Background: an optimization exercise with open tools, aiming at small area and a short achievable clock period. Do not read the settings as production practice. RTL that was checked went through simulation tests only; none was proved equivalent to the original. Power and IR drop assume default switching activity.

## purple
// addrgen_top
module addrgen_top (
  input  wire logic                 clk_i,
  input  wire logic                 rst_ni,
  input  wire logic                 start_i,
  input  wire logic                 enable_i,
  input  wire addrgen_pkg::addr_t   base_addr_i,
  input  wire addrgen_pkg::trans_t  trans_size_i,
  input  wire addrgen_pkg::len_t    line_length_i,
  input  wire addrgen_pkg::stride_t line_stride_i,
  input  wire addrgen_pkg::len_t    feat_length_i,
  input  wire addrgen_pkg::stride_t feat_stride_i,
  input  wire addrgen_pkg::len_t    feat_roll_i,
  input  wire logic                 loop_outer_i,
  output addrgen_pkg::addr_t        addr_o,
  output addrgen_pkg::strb_t        strb_o,
  output logic                      first_o,
  output logic                      last_o,
  output logic                      word_update_o,
  output logic                      line_update_o,
  output logic                      feat_update_o,
  output logic                      busy_o,
  output logic                      done_o
);
  logic mis_d, roll_zero_d;
  logic line_big_d, feat_big_d, roll_big_d;
  ...
For scale: ~230 flip-flops.
export LEC_CHECK = 0
export CAP_MARGIN = 20
export CORE_MARGIN = 2
export CORE_UTILIZATION = 60
export CTS_BUF_LIST = sky130_fd_sc_hd__clkbuf_8
export CTS_CLUSTER_DIAMETER = 100
export CTS_CLUSTER_SIZE = 16
export SETUP_SLACK_MARGIN = 2.25
export SLEW_MARGIN = 20
create_clock -name core_clock -period 5.5 [get_ports {clk_i}]
standard.sh (not shown) runs the stock make flow with config.mk's settings and CLKGATE_MAP_FILE= SYNTH_SCRIPT=/design/flow/synth_recipe.tcl, a recipe that flattens the netlist after the stock synthesis.
==> flow/flow/run.sh <==
#!/bin/bash
# standard layout with small port buffers; full output in standard.log
export BUFFER_PORTS_ARGS="-buffer_cell sky130_fd_sc_hd__buf_1"
bash standard.sh > standard.log 2>&1
purple | stages: all done | timing, DRC, antenna: all pass
## Diff of input files: green against purple
-- flow/design.v --
<<< purple, line 58
  assign roll_big_d  = (roll_zero_d & ~loop_outer_i) | roll_over_d;
  logic        start_q, busy_q, done_q;
  logic [31:0] base_q;        
  logic [31:0] fstart_q;      
>>> green, line 58
  assign roll_big_d  = (roll_zero_d & ~loop_outer_i) | roll_over_d;
  logic        start_q, busy_q, done_q;
  logic        start_dp_q;    
  logic [31:0] base_q;        
  logic [31:0] fstart_q;      
<<< purple, line 83
  assign count_en  = step & ~(mis & first);
  assign feat_step = step & wlast_q & llast_q;
  assign wcnt_d = (start_q | wlast_q) ? {9'd0, ~mis} : wcnt_q + 10'd1;
  assign lcnt_d = (start_q | llast_q) ? 10'd1 : lcnt_q + 10'd1;
  assign rcnt_d = (start_q | rlast_q) ? 10'd1 : rcnt_q + 10'd1;
  logic        sa_addr_q, sa_fstart_q, sa_base_q;    
  logic        sb_four_q, sb_jump_q, sb_fstride_q;   
>>> green, line 84
  assign count_en  = step & ~(mis & first);
  assign feat_step = step & wlast_q & llast_q;
  assign wcnt_d = (start_dp_q | wlast_q) ? {9'd0, ~mis} : wcnt_q + 10'd1;
  assign lcnt_d = (start_dp_q | llast_q) ? 10'd1 : lcnt_q + 10'd1;
  assign rcnt_d = (start_dp_q | rlast_q) ? 10'd1 : rcnt_q + 10'd1;
  logic        sa_addr_q, sa_fstart_q, sa_base_q;    
  logic        sb_four_q, sb_jump_q, sb_fstride_q;   
<<< purple, line 116
  logic wlast_n, llast_n, rlast_n, fend_n, base_n;
  assign wlast_n = ~line_big_q & (wcnt_d == line_len_q);
  assign llast_n = (start_q | wlast_q) ? (~feat_big_q & (lcnt_d == feat_len_q)) : llast_q;
  assign rlast_n = (start_q | (wlast_q & llast_q)) ? (~roll_big_q & (rcnt_d == roll_len_q))
                                                   : rlast_q;
  assign fend_n  = wlast_n & llast_n;
>>> green, line 117
  logic wlast_n, llast_n, rlast_n, fend_n, base_n;
  assign wlast_n = ~line_big_q & (wcnt_d == line_len_q);
  assign llast_n = (start_dp_q | wlast_q) ? (~feat_big_q & (lcnt_d == feat_len_q)) : llast_q;
  assign rlast_n = (start_dp_q | (wlast_q & llast_q)) ? (~roll_big_q & (rcnt_d == roll_len_q))
                                                   : rlast_q;
  assign fend_n  = wlast_n & llast_n;
<<< purple, line 129
  assign sb_jump_m    = wlast_n & ~llast_n;
  assign sb_fstride_m = fend_n & (outer_q ~^ rlast_n);
  assign fstart_lo_m  = (start_q | (wlast_q & llast_q)) ? sum[1:0] : fstart_q[1:0];
  assign a_lo_m = ({2{sa_addr_m}}   & sum[1:0]) |
                  ({2{sa_fstart_m}} & fstart_lo_m) |
>>> green, line 130
  assign sb_jump_m    = wlast_n & ~llast_n;
  assign sb_fstride_m = fend_n & (outer_q ~^ rlast_n);
  assign fstart_lo_m  = (start_dp_q | (wlast_q & llast_q)) ? sum[1:0] : fstart_q[1:0];
  assign a_lo_m = ({2{sa_addr_m}}   & sum[1:0]) |
                  ({2{sa_fstart_m}} & fstart_lo_m) |
<<< purple, line 144
      sb_fstride_q <= 1'b0;
      c2_q         <= 1'b0;   
    end else if (start_q || step) begin
      sa_addr_q    <= sa_addr_m;
      sa_fstart_q  <= sa_fstart_m;
>>> green, line 145
      sb_fstride_q <= 1'b0;
      c2_q         <= 1'b0;   
    end else if (start_dp_q || step) begin
      sa_addr_q    <= sa_addr_m;
      sa_fstart_q  <= sa_fstart_m;
<<< purple, line 153
      c2_q         <= (a_lo_m[1] & b_lo_m[1]) | ((a_lo_m[1] | b_lo_m[1]) & a_lo_m[0] & b_lo_m[0]);
    end
  end
  always_ff @(posedge clk_i or negedge rst_ni) begin
>>> green, line 154
      c2_q         <= (a_lo_m[1] & b_lo_m[1]) | ((a_lo_m[1] | b_lo_m[1]) & a_lo_m[0] & b_lo_m[0]);
    end
  end
  always_ff @(posedge clk_i) begin
    start_dp_q <= start_i;
  end
  always_ff @(posedge clk_i or negedge rst_ni) begin
<<< purple, line 199
  end
  always_ff @(posedge clk_i) begin
    if (start_q) begin
      jump_done_q <= 1'b0;
    end else if (step && wlast_q) begin
>>> green, line 203
  end
  always_ff @(posedge clk_i) begin
    if (start_dp_q) begin
      jump_done_q <= 1'b0;
    end else if (step && wlast_q) begin
<<< purple, line 206
  end
  always_ff @(posedge clk_i) begin
    if (start_q || step) begin
      addr_q <= sum;
    end
    if (start_q || feat_step) begin
      fstart_q <= sum;
    end
  end
  always_ff @(posedge clk_i) begin
    if (start_q || step) begin
      wcnt_q  <= wcnt_d;
      first_q <= (wcnt_d == {9'd0, ~mis});
      wlast_q <= wlast_n;
    end
    if (start_q || (step && wlast_q)) begin
      lcnt_q  <= lcnt_d;
      llast_q <= llast_n;
    end
    if (start_q || feat_step) begin
      rcnt_q  <= rcnt_d;
      rlast_q <= rlast_n;
>>> green, line 210
  end
  always_ff @(posedge clk_i) begin
    if (start_dp_q || step) begin
      addr_q <= sum;
    end
    if (start_dp_q || feat_step) begin
      fstart_q <= sum;
    end
  end
  always_ff @(posedge clk_i) begin
    if (start_dp_q || step) begin
      wcnt_q  <= wcnt_d;
      first_q <= (wcnt_d == {9'd0, ~mis});
      wlast_q <= wlast_n;
    end
    if (start_dp_q || (step && wlast_q)) begin
      lcnt_q  <= lcnt_d;
      llast_q <= llast_n;
    end
    if (start_dp_q || feat_step) begin
      rcnt_q  <= rcnt_d;
      rlast_q <= rlast_n;
<<< purple, line 242
  assign word_update_o = step;
  assign line_update_o = step & wlast_q;
  assign feat_update_o = feat_step;
  assign busy_o        = busy_q;
  assign done_o        = done_q;
>>> green, line 246
  assign word_update_o = step;
  assign line_update_o = step & wlast_q;
  assign feat_update_o = step & ~sa_addr_q;   
  assign busy_o        = busy_q;
  assign done_o        = done_q;
==> comparison <==
Row number of global-route vias before repair: green higher / purple lower. Die area | green > purple. Sequential cell count ends up higher on green. The share of power burned in combinational logic of purple and that of green are within noise of each other. In the tables for green and purple, net load switching power reads lower with purple. Summary of green over purple: total number of nets in the final design held steady; share of the clock period used by the worst path after layout grew by 0.60 points; maximum clock frequency shrank by about 1%; number of diodes held steady; total combinational power held steady. The synthesized cell count number comes out higher for green vs purple. Looking at minimum setup slack in the final design across green and purple, the one that comes out lower is green. On number of clock buffers in the layout, green and purple are neck and neck.
The RTL of green was laid out without a check of its function.

==> re-timing with driven ports <==
How much do the figures lean on ideal ports? The routed layouts below were timed once more, with nothing changed but the port constraints.
Step 1: set_driving_cell puts a clkbuf_16 on clk_i and a buf_2 on each other input, an assumption about the parent block.
Step 2 times the ports against the registers' clock, not the clock port: input delays grow and output delays shrink by t, the midpoint of the rising clock arrivals with the driver on.
Three values: ideal ports, drivers, drivers and shift; two values: the first two.
run | t (ns) | setup slack, ns | worst setup path at the end
purple | 0.549 | 2.297 / 2.297 / 2.157 | input to register
green | 0.549 | 2.265 / 2.265 / 2.013 | input to register
After both steps setup and hold are still met in every run listed. For green, which loses most, drivers alone change the setup slack by 0.000 ns; drivers and shift together by -0.252 ns.
